What follows belongs to an exercise in optimizing a design on an open flow for small area, a short achievable clock period and few clock cycles per item; a production flow would make more cautious choices.
Function was not checked in any run shown here: the RTL went through the layout flow alone.

### flow/design.v
package rsa_pkg;
  localparam int OPERAND_WIDTH = 32;
  localparam int EXP_BITS = 16;
  localparam int ACC_WIDTH = OPERAND_WIDTH + 1;
  localparam logic [1:0] OP_NOP = 2'd0;
  localparam logic [1:0] OP_EXP = 2'd1;
  localparam logic [2:0] PARAM_MODULUS = 3'd0;
  localparam logic [2:0] PARAM_R_MOD_N = 3'd1;
  localparam logic [2:0] PARAM_BASE = 3'd2;
  localparam logic [2:0] PARAM_R2_MOD_N = 3'd3;
  localparam logic [2:0] PARAM_EXPONENT = 3'd4;
endpackage
`timescale 1ns/1ps
module csa_row #(
  parameter int W = 8
) (
  input  logic [W-1:0] x,
  input  logic [W-1:0] y,
  input  logic [W-1:0] z,
  output logic [W-1:0] s,
  output logic [W-1:0] c
);
  assign s = x ^ y ^ z;
  assign c = {(x[W-2:0] & y[W-2:0]) | (x[W-2:0] & z[W-2:0]) | (y[W-2:0] & z[W-2:0]), 1'b0};
endmodule
import rsa_pkg::*;
module mont_digit (
  input  logic [ACC_WIDTH-1:0]     s_q,
  input  logic [ACC_WIDTH-1:0]     c_q,
  input  logic                     cin,
  input  logic [1:0]               a_bits,
  input  logic [OPERAND_WIDTH-1:0] b,
  input  logic [OPERAND_WIDTH-1:0] modulus,
  input  logic [OPERAND_WIDTH+1:0] modulus3,   
  output logic [ACC_WIDTH-1:0]     s_nxt,
  output logic [ACC_WIDTH-1:0]     c_nxt,
  output logic                     cout
);
  localparam int TW = ACC_WIDTH + 2;   
  logic [TW-1:0] s_in, c_in;
  logic [TW-1:0] pp0, pp1, qn;
  logic [TW-1:0] xs1, xc1, xs2, xc2, xs3, xc3;
  logic          q0, q1;
  logic          b0a0;
  logic          carry1;
  logic [2:0]    w0;
  assign s_in = TW'(s_q);
  assign c_in = TW'(c_q);
  assign b0a0   = a_bits[0] & b[0];
  assign q0     = s_q[0] ^ c_q[0] ^ cin ^ b0a0;
  assign w0     = {2'b00, s_q[0]} + {2'b00, c_q[0]} + {2'b00, cin} + {2'b00, b0a0};
  assign carry1 = (w0 == 3'd1) | (w0 == 3'd2);
  assign q1     = s_q[1] ^ c_q[1] ^ (a_bits[0] & b[1]) ^ (a_bits[1] & b[0]) ^
                  (q0 & modulus[1]) ^ carry1;
  assign pp0 = a_bits[0] ? TW'(b)        : '0;
  assign pp1 = a_bits[1] ? TW'({b, 1'b0}) : '0;
  always_comb begin
    case ({q1, q0})
      2'b01:   qn = TW'(modulus);
      2'b10:   qn = TW'({modulus, 1'b0});
      2'b11:   qn = TW'(modulus3);
      default: qn = '0;
    endcase
  end
  csa_row #(.W(TW)) row1 (.x(s_in), .y(c_in), .z(pp0), .s(xs1), .c(xc1));
  csa_row #(.W(TW)) row2 (.x(xs1), .y({xc1[TW-1:1], cin}), .z(pp1), .s(xs2), .c(xc2));
  csa_row #(.W(TW)) row3 (.x(xs2), .y(xc2), .z(qn), .s(xs3), .c(xc3));
  assign s_nxt = xs3[TW-1:2];
  assign c_nxt = xc3[TW-1:2];
  assign cout  = xs3[1];
endmodule
`timescale 1ns/1ps
import rsa_pkg::*;
module rsa_top (
  input  logic                     clk,
  input  logic                     resetn,
  input  logic                     param_valid,
  input  logic [2:0]               param_sel,
  input  logic [OPERAND_WIDTH-1:0] param_data,
  output logic                     param_ready,
  input  logic                     cmd_valid,
  input  logic [1:0]               cmd_op,
  output logic                     cmd_ready,
  output logic                     result_valid,
  output logic [OPERAND_WIDTH-1:0] result_data,
  input  logic                     result_ready,
  output logic                     busy
);
  logic                     param_fire;
  logic                     exp_fire;
  logic [OPERAND_WIDTH-1:0] modulus;
  logic [OPERAND_WIDTH-1:0] base;
  logic [OPERAND_WIDTH-1:0] r2_mod_n;
  logic [EXP_BITS-1:0]      exponent;
  logic                     exp_done;
  assign param_ready = ~busy;
  assign cmd_ready   = ~busy;
  assign param_fire  = param_valid & ~busy;
  assign exp_fire    = cmd_valid & ~busy & (cmd_op == OP_EXP);
  always_ff @(posedge clk) begin
    if (param_fire) begin
      case (param_sel)
        PARAM_MODULUS:  modulus  <= param_data;
        PARAM_BASE:     base     <= param_data;
        PARAM_R2_MOD_N: r2_mod_n <= param_data;
        PARAM_EXPONENT: exponent <= param_data[EXP_BITS-1:0];
        default: begin
        end
      endcase
    end
  end
  always_ff @(posedge clk) begin
    if (!resetn) begin
      busy         <= 1'b0;
      result_valid <= 1'b0;
    end else begin
      if (exp_fire) begin
        busy <= 1'b1;
      end else if (result_valid && result_ready) begin
        busy <= 1'b0;
      end
      if (exp_done) begin
        result_valid <= 1'b1;
      end else if (result_ready) begin
        result_valid <= 1'b0;
      end
    end
  end
  logic                     ph_init;
  logic                     ph_iter;
  logic                     ph_res;
  logic                     ph_sub;
  logic [3:0]               it_cnt;
  logic [4:0]               rnd;
  logic                     last_rnd;
  logic                     conv_rnd;
  logic                     e_bit;
  logic                     acc_take;
  logic                     mm_clear;
  assign last_rnd = (rnd == 5'd16);
  assign e_bit    = exponent[rnd[3:0] - 4'd1];
  assign acc_take = !conv_rnd && e_bit;
  assign exp_done = ph_sub & last_rnd;
  assign mm_clear = ph_init | ph_sub;
  always_ff @(posedge clk) begin
    if (!resetn) begin
      ph_init <= 1'b0;
      ph_iter <= 1'b0;
      ph_res  <= 1'b0;
      ph_sub  <= 1'b0;
    end else begin
      ph_init <= exp_fire;
      ph_res  <= ph_iter & (it_cnt == 4'd15);
      ph_sub  <= ph_res;
      if (ph_init | (ph_sub & ~last_rnd)) begin
        ph_iter <= 1'b1;
      end else if (it_cnt == 4'd15) begin
        ph_iter <= 1'b0;
      end
    end
  end
  always_ff @(posedge clk) begin
    if (ph_init) begin
      rnd      <= '0;
      conv_rnd <= 1'b1;
    end else if (ph_sub) begin
      rnd      <= rnd + 5'd1;
      conv_rnd <= 1'b0;
    end
    if (ph_iter) begin
      it_cnt <= it_cnt + 4'd1;
    end else begin
      it_cnt <= '0;
    end
  end
  logic [OPERAND_WIDTH-1:0] sq;
  logic [OPERAND_WIDTH-1:0] acc;
  logic [1:0]               a_bits;
  logic [1:0]               a_fetch;
  logic [OPERAND_WIDTH-1:0] a_src;
  logic [ACC_WIDTH:0]       sq_sum;
  logic [ACC_WIDTH:0]       acc_sum;
  logic [OPERAND_WIDTH-1:0] sq_red;
  logic [OPERAND_WIDTH-1:0] acc_red;
  logic [ACC_WIDTH-1:0]     sq_s, sq_c, acc_s, acc_c;
  logic [ACC_WIDTH-1:0]     sq_s_nxt, sq_c_nxt, acc_s_nxt, acc_c_nxt;
  logic [ACC_WIDTH-1:0]     neg_n;
  logic                     sq_cin, acc_cin, sq_cout, acc_cout;
  logic [OPERAND_WIDTH+1:0] modulus3;
  assign a_src   = conv_rnd ? base : sq;
  assign a_fetch = a_src[{it_cnt + 4'd1, 1'b0} +: 2];
  assign sq_red  = sq_sum[ACC_WIDTH]  ? sq_sum[OPERAND_WIDTH-1:0]  : sq_s[OPERAND_WIDTH-1:0];
  assign acc_red = acc_sum[ACC_WIDTH] ? acc_sum[OPERAND_WIDTH-1:0] : acc_s[OPERAND_WIDTH-1:0];
  always_ff @(posedge clk) begin
    if (ph_init) begin
      a_bits <= base[1:0];
    end else if (ph_sub) begin
      a_bits <= sq_red[1:0];
    end else begin
      a_bits <= a_fetch;
    end
  end
  always_ff @(posedge clk) begin
    if (ph_init) begin
      sq  <= r2_mod_n;
      acc <= {{(OPERAND_WIDTH-1){1'b0}}, |modulus[OPERAND_WIDTH-1:1]};
    end else if (ph_sub) begin
      sq <= sq_red;
      if (acc_take) begin
        acc <= acc_red;
      end
    end
  end
  assign result_data = acc;
  assign neg_n   = {1'b1, ~modulus[OPERAND_WIDTH-1:1], 1'b1};
  assign sq_sum  = {1'b0, sq_s} + {1'b0, sq_c} + {{ACC_WIDTH{1'b0}}, sq_cin};
  assign acc_sum = {1'b0, acc_s} + {1'b0, acc_c} + {{ACC_WIDTH{1'b0}}, acc_cin};
  always_ff @(posedge clk) begin
    modulus3 <= {2'b00, modulus} + {1'b0, modulus, 1'b0};
  end
  mont_digit dig_sq (
    .s_q      (sq_s),
    .c_q      (sq_c),
    .cin      (sq_cin),
    .a_bits   (a_bits),
    .b        (sq),
    .modulus  (modulus),
    .modulus3 (modulus3),
    .s_nxt    (sq_s_nxt),
    .c_nxt    (sq_c_nxt),
    .cout     (sq_cout)
  );
  mont_digit dig_acc (
    .s_q      (acc_s),
    .c_q      (acc_c),
    .cin      (acc_cin),
    .a_bits   (a_bits),
    .b        (acc),
    .modulus  (modulus),
    .modulus3 (modulus3),
    .s_nxt    (acc_s_nxt),
    .c_nxt    (acc_c_nxt),
    .cout     (acc_cout)
  );
  always_ff @(posedge clk) begin
    if (mm_clear) begin
      sq_s    <= '0;
      sq_c    <= '0;
      sq_cin  <= 1'b0;
      acc_s   <= '0;
      acc_c   <= '0;
      acc_cin <= 1'b0;
    end else if (ph_res) begin
      sq_s    <= sq_sum[ACC_WIDTH-1:0];
      sq_c    <= neg_n;
      sq_cin  <= 1'b0;
      acc_s   <= acc_sum[ACC_WIDTH-1:0];
      acc_c   <= neg_n;
      acc_cin <= 1'b0;
    end else begin
      sq_s    <= sq_s_nxt;
      sq_c    <= sq_c_nxt;
      sq_cin  <= sq_cout;
      acc_s   <= acc_s_nxt;
      acc_c   <= acc_c_nxt;
      acc_cin <= acc_cout;
    end
  end
endmodule
### flow/run.sh
#!/bin/bash
# synth_recipe.tcl (not shown) runs the flow's synth.tcl, then flattens the netlist and writes it again
# the make line also repeats each setting of config.mk as NAME=value (left out here)
make -C /OpenROAD-flow-scripts/flow DESIGN_CONFIG=/design/flow/config.mk WORK_HOME=/design/flow/orfs CLKGATE_MAP_FILE= SYNTH_SCRIPT=/design/flow/synth_recipe.tcl finish
### flow/config.mk
export PLATFORM = sky130hd
export DESIGN_NAME = rsa_top
export DESIGN_NICKNAME = rsa_top
export VERILOG_FILES = /design/flow/design.v
export SDC_FILE = /design/flow/constraint.sdc
export NUM_CORES = 4
export LEC_CHECK = 0
export CAP_MARGIN = 20
export CORE_MARGIN = 2
export CORE_UTILIZATION = 40
export SETUP_SLACK_MARGIN = 4.8
export SLEW_MARGIN = 20
export SYNTH_HIERARCHICAL = 1
### flow/constraint.sdc
create_clock -name core_clock -period 8.0 [get_ports {clk}]
set_input_delay 1.6000 -clock core_clock [delete_from_list [all_inputs] [get_ports {clk}]]
set_output_delay 1.6000 -clock core_clock [all_outputs]
set_load 0.01 [all_outputs]
==> reports/qor.txt, run 1 <==
Skew final = 0.02021 ns
Syn_area_per_cell = 11.03 um2
DR WL/cell = 21.88 um
Max stage delay on crit path = 0.55 ns
Clk Latency, worst-skew pair = 0.58 ns
HP Start = ph_iter$_SDFFE_PN0P_
First-pass GRT wire length = 109.4 mm
Crit-path max FO = 8
Period utilization = 0.4596
Total core area = 61,940 um2
Routed vias/inst = 5.561
Mapped cell area = 25,130 um2
Final setup violation count = 0
RR Endpoint = acc_s[19]$_SDFF_PP0_
Layout cells sized above 1 = 0.2148
N_diodes = 0
CTS root buf = clkbuf_16
Worst Path Required = 8.47 ns
Initial DRC Count = 1,439
CP Cell Sequence = nand2_2 -> inv_2 -> fa_1 -> ha_2 -> ha_4 -> xnor2_2 -> nor2_2 -> buf_4 -> xnor3_4 -> buf_12 -> mux2i_4 -> o2bb2ai_2 -> fa_2 -> nor2_1 -> a211oi_1
CTS tree = yes
Status = no timing/DRC/antenna violations
Final cell count without fillers = 3,328
Area Overhead vs Synth = 25.15%
Clock sinks = 361
CTS Hold Bufs = 0
# IOs = 78
Post-DP HPWL = 49.76 mm
Total Neg Setup Slack = 0 ns
Mapped Cells = 2,278
Via Count = 18.51k
CTS Buffer Depth = 3
Setup CP Type = register to register
DR WL met3 = 4.465 mm
Reg clk slew, reported paths = 0.06 ns
Worst Hold End = ph_res$_SDFF_PN0_
Number of cells on the worst hold path = 2
Initial antenna violation count = 0
Worst Reg2Reg Path Length in Cells = 15
CP bufs+invs = 3
Met2 wire length = 33.09 mm
Worst Slack Setup Final = 4.323 ns
Max_cap viols = 0
Drt pass-1 iters = 5
Pre-CTS setup slack = 3.412 ns
Row count = 91
Final Max Tran Viols = 0
CP Depth = 15
# port buffers = 77
Die H = 254.6 um
Critical register-to-register path startpoint = acc[0]$_DFFE_PP_
WL final = 72.81 mm
Rel. slew slack = 0.3353
DR DRC count = 0
Hold Crit Class = register to register
Flop-to-flop setup slack = 4.32 ns
Nets@finish = 2,829
Min cycle time layout = 3.677 ns
Die width = 254.6 um
CP max stage cell = fa_2
Initial Util = 0.4056
Num CTS Buffers = 42
Top routing layer in use = met4
Dpl cells = 3,119
Post-route ant nets = 0
Startpoint types = register
Die area = 64,830 um2
Total gr overflow = 0
Critical path endpoint category = register
Top achievable clock speed = 0.2720 GHz
Synth warn = 8
Max H-tree Level = 2
Placer Congestion = 0.9195
M1 wire length = 33.07 mm
CP delay by family, top = adder cells
Gr usage total = 0.2188
Final Hold Fails = 0
Arrival time at the worst endpoint = 4.15 ns
RSZ-0062 raised after global routing = true
Number of global-route vias before repair = 18.41k
Largest net degree at the start of global routing = 175
Worst Tran Pin Value = 0.9937 ns
[layout make-up]
type / count / area, um2
inverters: 67 / 254.0
flip-flops and latches: 361 / 8718
repair buffers: 224 / 2285
clock buffers: 61 / 1266
clock inverters: 17 / 155.1
multi-input cells: 1761 / 17720
fillers: 5383 / 30490
well taps: 837 / 1047
[tightest hold or removal path: cells and delay by family (launching register included)]
family	cells	cell delay, ns
simple gates	2	0.11
flops	1	0.35
[cell usage in the layout (no fill, tap or decap), types with 23 or more instances in the layout]
| cell type | n |
|---|---|
| a21o_1 | 42 |
| a21oi_1 | 155 |
| and2_1 | 133 |
| buf_4 | 107 |
| clkbuf_16 | 50 |
| clkdlybuf4s50_1 | 71 |
| dfxtp_1 | 196 |
| edfxtp_1 | 145 |
| fa_1 | 161 |
| fa_2 | 48 |
| ha_1 | 107 |
| inv_1 | 60 |
| mux2i_1 | 127 |
| mux2i_4 | 47 |
| mux4_2 | 24 |
| nand2_1 | 111 |
| nand2b_1 | 71 |
| nand3_1 | 28 |
| nor2_1 | 131 |
| o21ai_0 | 93 |
| o2bb2ai_2 | 23 |
| o2bb2ai_4 | 30 |
| xnor2_1 | 57 |
| xor2_1 | 38 |
[how the worst max path moves through the flow]
stage | start | endpoint | slack, ns
5_1_grt | acc[0]$_DFFE_PP_ | acc_s[19]$_SDFF_PP0_ | 4.21
2_1_floorplan | param_sel[0] | modulus[0]$_DFFE_PP_ | 4.07
6_report | acc[0]$_DFFE_PP_ | acc_s[19]$_SDFF_PP0_ | 4.32
3_5_place_dp | sq[0]$_DFFE_PP_ | sq_s[30]$_SDFF_PP0_ | 3.41
3_3_place_gp | sq[0]$_DFFE_PP_ | sq_s[30]$_SDFF_PP0_ | 3.58
4_1_cts | sq[0]$_DFFE_PP_ | sq_s[14]$_SDFF_PP0_ | 4.45
[metal layers]
layer / vias up / track usage
li1: 8474 / -
met1: 9293 / 0.3149
met2: 619 / 0.3440
met3: 121 / 0.03256
met4: 0 / 0.06048
met5: - / 0
[through the flow]
step	utilization	hold WS (ns)	area, um2
finish	0.5077	0.4864	31450
global route	0.5077	0.5338	31450
CTS	0.4805	0.4864	29760
detailed placement	0.4333	0.4767	26840
global placement	0.4333	0.4729	26840
floorplan	-	0.4431	25430
[what timing repair did]
| item | CTS | global route |
|---|---|---|
| setup endpoints to repair | 216 | 214 |
| gates resized for setup | 190 | 188 |
| endpoints found under the hold margin | 0 | 0 |
| buffers inserted | 55 | 65 |
| gates cloned | 7 | 4 |
| pin swaps | 60 | 88 |
[registers in the layout, indices dropped and copies added (netlist names), 2 cells and up]
register and flops:
acc_c 33, sq_c 33, exponent 16, acc 32
rnd 5, r2_mod_n 32, base 32, modulus 32
a_bits 2, sq 32, acc_s 33, it_cnt 4
sq_s 33, modulus3 33
==> run 2: changes to the inputs <==
--- a/flow/design.v
+++ b/flow/design.v
@@ -45,3 +45,3 @@
   logic          carry1;
-  logic [2:0]    w0;
+  logic          any0, ge3;
   assign s_in = TW'(s_q);
@@ -50,4 +50,5 @@
   assign q0     = s_q[0] ^ c_q[0] ^ cin ^ b0a0;
-  assign w0     = {2'b00, s_q[0]} + {2'b00, c_q[0]} + {2'b00, cin} + {2'b00, b0a0};
-  assign carry1 = (w0 == 3'd1) | (w0 == 3'd2);
+  assign any0   = s_q[0] | c_q[0] | cin | b0a0;
+  assign ge3    = (s_q[0] & c_q[0] & (cin | b0a0)) | (cin & b0a0 & (s_q[0] | c_q[0]));
+  assign carry1 = any0 & ~ge3;
   assign q1     = s_q[1] ^ c_q[1] ^ (a_bits[0] & b[1]) ^ (a_bits[1] & b[0]) ^
@@ -56,10 +57,4 @@
   assign pp1 = a_bits[1] ? TW'({b, 1'b0}) : '0;
-  always_comb begin
-    case ({q1, q0})
-      2'b01:   qn = TW'(modulus);
-      2'b10:   qn = TW'({modulus, 1'b0});
-      2'b11:   qn = TW'(modulus3);
-      default: qn = '0;
-    endcase
-  end
+  assign qn = q1 ? (q0 ? TW'(modulus3) : TW'({modulus, 1'b0}))
+                 : (q0 ? TW'(modulus)  : '0);
   csa_row #(.W(TW)) row1 (.x(s_in), .y(c_in), .z(pp0), .s(xs1), .c(xc1));
==> reports/qor.txt, run 2 <==
Total Neg Setup Slack = 0 ns (unchanged)
Total core area = 63,080 um2 (+1.8%)
Drt pass-1 iters = 6 (+1)
Via Count = 18.80k (+1.6%)
Status = no timing/DRC/antenna violations
Reg area = 8716 um2 (about the same)
Die H = 256.4 um (+0.71%)
DR WL/cell = 21.62 um (-1.2%)
Die width = 256.4 um (+0.71%)
Mapped Cells = 2,380 (+4.5%)
HP Start = ph_iter$_SDFFE_PN0P_
Final Max Tran Viols = 0 (unchanged)
Setup CP Type = register to register
Row count = 92 (+1.1%)
Placer Congestion = 0.9659 (+5.0%)
Top achievable clock speed = 0.3117 GHz (+15%)
Routed vias/inst = 5.584 (+0.42%)
Most common cell after layout, fill and taps aside = fa_1
Worst Tran Pin Value = 1.073 ns (+0.07911 ns)
CTS root buf = clkbuf_16
Area Overhead vs Synth = 17.23%
Final setup violation count = 0 (unchanged)
Initial antenna violation count = 1 (+1)
Pre-CTS setup slack = 4.027 ns (+0.6142 ns)
Num CTS Buffers = 41 (-2.4%)
Min cycle time layout = 3.208 ns (-0.4692 ns)
Number of global-route vias before repair = 19.13k (+3.9%)
Critical path endpoint category = register
Flop-to-flop setup slack = 4.79 ns (+0.47 ns)
Worst Hold End = ph_res$_SDFF_PN0_
Hold Crit Class = register to register
Filler cell count = 5,801 (+7.8%)
Post-DP HPWL = 50.87 mm (+2.2%)
Largest net degree at the start of global routing = 81 (-54%)
Worst Reg2Reg Path Length in Cells = 13 (-2)
WL final = 72.77 mm (about the same)
Nets@finish = 2,855 (+0.92%)
Gr usage total = 0.2151 (-0.003765)
# IOs = 78 (unchanged)
Startpoint types = register
First-pass GRT wire length = 111.2 mm (+1.7%)
CTS tree = yes
Hold WS = 0.4651 ns (-0.02126 ns)
Initial Util = 0.4041 (-0.001546)
Worst Path Required = 8.46 ns (about the same)
# port buffers = 77 (unchanged)
Skew final = 0.02346 ns (+0.003242 ns)
Max_cap viols = 0 (unchanged)
Mapped cell area = 25,490 um2 (+1.5%)
Clock sinks = 361 (unchanged)
Die area = 65,760 um2 (+1.4%)
Critical register-to-register path startpoint = acc_cin$_SDFF_PP0_
CTS Buffer Depth = 3 (unchanged)
Rel. slew slack = 0.2848 (-0.05049)
Number of cells on the worst hold path = 2 (unchanged)
Total gr overflow = 0 (unchanged)
Most frequent cells in the layout = 203 x fa_1, 202 x dfxtp_1, 172 x nand2_1, 172 x mux2i_1, 168 x a21oi_1
Layout cells sized above 1 = 0.1294 (-0.08541)
Area of the multi-input gates = 16,750 um2 (-5.5%)
Initial DRC Count = 1,586 (+10%)
Final instance area = 29,880 um2 (-5.0%)
Final Hold Fails = 0 (unchanged)
Reg clk slew, reported paths = 0.06 ns (about the same)
Syn_area_per_cell = 10.71 um2 (-2.9%)
Period utilization = 0.4010 (-0.05865)
N_diodes = 0 (unchanged)
Crit-path max FO = 3 (-5)
Placed cell areas = 27,080 um2 (+0.92%)
Arrival time at the worst endpoint = 3.67 ns (-0.48 ns)
Max H-tree Level = 2 (unchanged)
Post-route ant nets = 0 (unchanged)
Clk Latency, worst-skew pair = 0.58 ns (about the same)
Worst Slack Setup Final = 4.792 ns (+0.4692 ns)
RSZ-0062 raised after global routing = true
Launch point of the worst path = acc_cin$_SDFF_PP0_
CTS Hold Bufs = 0 (unchanged)
RR Endpoint = acc_s[32]$_SDFF_PP0_
DR DRC count = 0 (unchanged)
Synth warn = 7 (-1)
[run 2: layout make-up]
class,instances,area share
multi-input cells,1855,0.5605
flip-flops and latches,361,0.2917
repair buffers,157,0.05397
clock buffers,60,0.04120
well taps,846,0.03542
inverters,71,0.009002
clock inverters,16,0.008207
[run 2: through the flow]
step,utilization,std cells
after floorplan,-,2400
after global placement,0.4293,3229
after detailed placement,0.4293,3229
after CTS,0.4642,3341
after global routing,0.4737,3366
final,0.4737,3366
[run 2: worst max path at each step]
stage	endpoint	slack [ns]	depth (start not counted)
6_report	acc_s[32]$_SDFF_PP0_	4.79	13
5_1_grt	sq[28]$_DFFE_PP_	4.69	13
4_1_cts	acc_s[3]$_SDFF_PP0_	4.76	10
3_5_place_dp	sq[0]$_DFFE_PP_	4.03	11
3_3_place_gp	sq[0]$_DFFE_PP_	4.11	11
2_1_floorplan	modulus[0]$_DFFE_PP_	4.07	1
[run 2: critical path, cell delays in order (launching register included)]
cell,delay [ns]
dfxtp_4,0.35
fa_2,0.41
inv_2,0.07
fa_2,0.23
nor2b_4,0.05
o2111ai_2,0.22
and4bb_2,0.32
o211ai_1,0.10
buf_4,0.18
a31oi_4,0.19
o211ai_4,0.12
a311o_1,0.43
a21o_1,0.18
a211o_1,0.24
[run 2: what timing repair did]
action	in CTS	in global routing
gates cloned	6	4
gates resized for setup	93	74
setup buffers	30	21
endpoints found under the setup margin	216	123
pin swaps	32	43
[run 2: layer usage]
metal  vias to the layer above  part of all wire  wire [um]  GRT usage
met5                         -                 0          0          0
met4                         0             0.026       1897    0.05782
met3                       117             0.054       3961    0.02580
met2                       601              0.46      33490     0.3424
met1                      9391              0.46      33420     0.3101
li1                       8687                 -          -          -

afterwards: timing with drivers on the ports:
No port has a modelled driver above. Below, the same layouts with a new extraction and two added sets of constraints. Step 1: set_driving_cell puts a clkbuf_16 on clk and a buf_2 on each other input, an assumption about the parent block. Step 2 also shifts input and output timing later by t, the mid clock arrival at the registers, as if the neighbouring blocks saw the same clock. Slacks: no drivers / after step 1 / after step 2; pairs: no drivers / after step 1.
| run | t, ns | setup slack, ns | worst setup path at the end | latest minus earliest clock arrival (ns) |
|---|---|---|---|---|
| run 1 | 0.626 | 4.323 / 4.323 / 4.323 | register to register | 0.021 / 0.020 |
| run 2 | 0.633 | 4.792 / 4.792 / 4.516 | input to register | 0.024 / 0.023 |
After both steps setup and hold are still met in every run listed. The setup slack of run 2, which loses most, moves by 0.000 ns with the drivers and by -0.276 ns with both steps.
